Background: an optimization exercise with open tools, aiming at small area. Do not read the settings as production practice.
Only simulation tests tie the RTL to the original design; equivalence was not proved.
Power figures rest on the tool's default switching activity, not on a simulated workload.

==> flow/design.v <==
package register_file_pkg;
  localparam int unsigned REG_DATA_WIDTH = 32;
  localparam int unsigned REG_ADDR_WIDTH = 5;
  typedef logic [REG_ADDR_WIDTH-1:0] reg_addr_t;
  typedef logic [REG_DATA_WIDTH-1:0] reg_data_t;
  localparam reg_addr_t REG_ZERO = 5'd0;
endpackage
module register_file_wmux (
  input  logic load,
  input  logic hold,
  input  logic d,
  input  logic q,
  output logic y
);
  assign y = (load & d) | (hold & q);
endmodule
module register_file_aoi222 (
  input  logic s0, d0,
  input  logic s1, d1,
  input  logic s2, d2,
  output logic y_n
);
  assign y_n = !((s0 & d0) | (s1 & d1) | (s2 & d2));
endmodule
module register_file_read_bit (
  input  logic [31:1] sel,
  input  logic [31:1] d,
  output logic        y
);
  logic [10:0] t_n;
  for (genvar k = 0; k < 10; k++) begin : g_aoi
    register_file_aoi222 u_aoi (
      .s0 (sel[3*k+1]), .d0 (d[3*k+1]),
      .s1 (sel[3*k+2]), .d1 (d[3*k+2]),
      .s2 (sel[3*k+3]), .d2 (d[3*k+3]),
      .y_n (t_n[k])
    );
  end
  assign t_n[10] = !(sel[31] & d[31]);
  assign y = !(&t_n);
endmodule
module register_file_predecode (
  input  logic [4:0] addr,
  output logic [3:0] hi_n,
  output logic [7:0] lo_n
);
  for (genvar j = 0; j < 4; j++) begin : g_hi
    assign hi_n[j] = (addr[4:3] != 2'(j));
  end
  for (genvar j = 0; j < 8; j++) begin : g_lo
    assign lo_n[j] = (addr[2:0] != 3'(j));
  end
endmodule
module register_file_decode (
  input  logic [3:0]  hi_n,
  input  logic [7:0]  lo_n,
  output logic [31:1] sel
);
  for (genvar i = 1; i < 32; i++) begin : g_sel
    assign sel[i] = !(hi_n[i/8] | lo_n[i%8]);
  end
endmodule
module register_file_read_port
#(
  parameter int unsigned DATA_WIDTH = register_file_pkg::REG_DATA_WIDTH,
  parameter int unsigned ADDR_WIDTH = register_file_pkg::REG_ADDR_WIDTH
) (
  input  logic [(2**ADDR_WIDTH)-1:0][DATA_WIDTH-1:0] regs,
  input  logic [ADDR_WIDTH-1:0]                      addr,
  output logic [DATA_WIDTH-1:0]                      data
);
  localparam int unsigned DEPTH = 2**ADDR_WIDTH;
  logic [3:0]       hi_n;
  logic [7:0]       lo_n;
  logic [DEPTH-1:1] sel;
  register_file_predecode u_pre (.addr (addr), .hi_n (hi_n), .lo_n (lo_n));
  register_file_decode u_dec (.hi_n (hi_n), .lo_n (lo_n), .sel (sel));
  for (genvar b = 0; b < DATA_WIDTH; b++) begin : g_bit
    logic [DEPTH-1:1] col;
    for (genvar i = 1; i < DEPTH; i++) begin : g_col
      assign col[i] = regs[i][b];
    end
    register_file_read_bit u_bit (
      .sel (sel),
      .d   (col),
      .y   (data[b])
    );
  end
endmodule
module register_file
#(
  parameter int unsigned DATA_WIDTH = register_file_pkg::REG_DATA_WIDTH,
  parameter int unsigned ADDR_WIDTH = register_file_pkg::REG_ADDR_WIDTH
) (
  input  logic                  clock,
  input  logic                  reset_n,
  input  logic [ADDR_WIDTH-1:0] address_s1,
  input  logic [ADDR_WIDTH-1:0] address_s2,
  input  logic [ADDR_WIDTH-1:0] address_d,
  input  logic [DATA_WIDTH-1:0] data_dval,
  input  logic                  write_enable,
  output logic [DATA_WIDTH-1:0] data_s1val,
  output logic [DATA_WIDTH-1:0] data_s2val
);
  localparam int unsigned DEPTH = 2**ADDR_WIDTH;
  logic [DEPTH-1:0][DATA_WIDTH-1:0] regs_view;
  assign regs_view[0] = '0;
  for (genvar g = 1; g < DEPTH; g++) begin : g_reg
    logic [DATA_WIDTH-1:0] q;
    logic [DATA_WIDTH-1:0] d;
    logic                  wsel;
    logic                  load;
    logic                  hold;
    assign wsel = write_enable && (address_d == ADDR_WIDTH'(g));
    assign load = reset_n && wsel;
    assign hold = reset_n && !wsel;
    for (genvar b = 0; b < DATA_WIDTH; b++) begin : g_bit
      register_file_wmux u_wmux (
        .load (load),
        .hold (hold),
        .d    (data_dval[b]),
        .q    (q[b]),
        .y    (d[b])
      );
    end
    always_ff @(posedge clock) begin
      q <= d;
    end
    assign regs_view[g] = q;
  end
  register_file_read_port #(
    .DATA_WIDTH (DATA_WIDTH),
    .ADDR_WIDTH (ADDR_WIDTH)
  ) u_port_s1 (
    .regs (regs_view),
    .addr (address_s1),
    .data (data_s1val)
  );
  register_file_read_port #(
    .DATA_WIDTH (DATA_WIDTH),
    .ADDR_WIDTH (ADDR_WIDTH)
  ) u_port_s2 (
    .regs (regs_view),
    .addr (address_s2),
    .data (data_s2val)
  );
endmodule
Settings: LEC_CHECK=0, CAP_MARGIN=10, CORE_MARGIN=2, CORE_UTILIZATION=64, CTS_CLUSTER_DIAMETER=80, CTS_CLUSTER_SIZE=30, SETUP_SLACK_MARGIN=0.05, SLEW_MARGIN=10, SYNTH_HIERARCHICAL=1; clock period 6.0 ns.
standard.sh (not shown) runs the stock make flow with config.mk's settings and CLKGATE_MAP_FILE= SYNTH_SCRIPT=/design/flow/synth_recipe.tcl, a recipe that flattens the netlist after the stock synthesis.
==> flow/flow/run.sh <==
#!/bin/bash
# The standard ORFS layout (standard.sh), with these changes:
#  - ports are buffered with plain sky130_fd_sc_hd__buf_1 cells instead of the
#    delay cell buffer_ports picks by default;
#  - CTS does not add dummy loads to balance the tree.
set -euo pipefail
export BUFFER_PORTS_ARGS="-buffer_cell sky130_fd_sc_hd__buf_1"
export CTS_ARGS="-sink_clustering_enable -repair_clock_nets -dont_use_dummy_load -sink_clustering_size 30 -sink_clustering_max_diameter 80"
bash standard.sh > standard.log 2>&1
The baseline finished but fails on max-capacitance violations, max-slew violations.
Then changed:
--- a/flow/config.mk
+++ b/flow/config.mk
@@ -10 +10 @@
-export CORE_UTILIZATION = 64
+export CORE_UTILIZATION = 58
Effect: With this change the flow went through all stages and came out clean; global-route usage shrinks by 4.6 points; final area went up by 0.39%; power climbs by 0.74%; area after synthesis is unchanged; register-to-register slack gains 0.02 ns.

re-timing with driven ports:
No port has a modelled driver above. Below, the same layouts with a new extraction and two added sets of constraints. Step 1 (the two cells are an assumption about what drives the block):
set clk [get_ports {clock}]
set_driving_cell -lib_cell sky130_fd_sc_hd__clkbuf_16 $clk
set_driving_cell -lib_cell sky130_fd_sc_hd__buf_2 [delete_from_list [all_inputs] $clk]
Step 2, shift: input delay + t, output delay - t, t = (earliest + latest rising clock arrival at the registers) / 2. This alone moves slack from input paths to output paths. Three values: ideal ports, drivers, drivers and shift; two values: the first two.
run	shift t [ns]	setup slack, ns	hold slack, ns	clock arrival spread, ns	worst slew at a driven data input, ns
the first run	0.709	0.438 / 0.408 / 0.408	0.507 / 0.507 / 0.507	0.062 / 0.062	0.14
the second run	0.710	0.313 / 0.284 / 0.284	0.504 / 0.504 / 0.504	0.062 / 0.062	0.12
The setup slack of the first run, which loses most, moves by -0.030 ns with the drivers and by -0.030 ns with both steps.
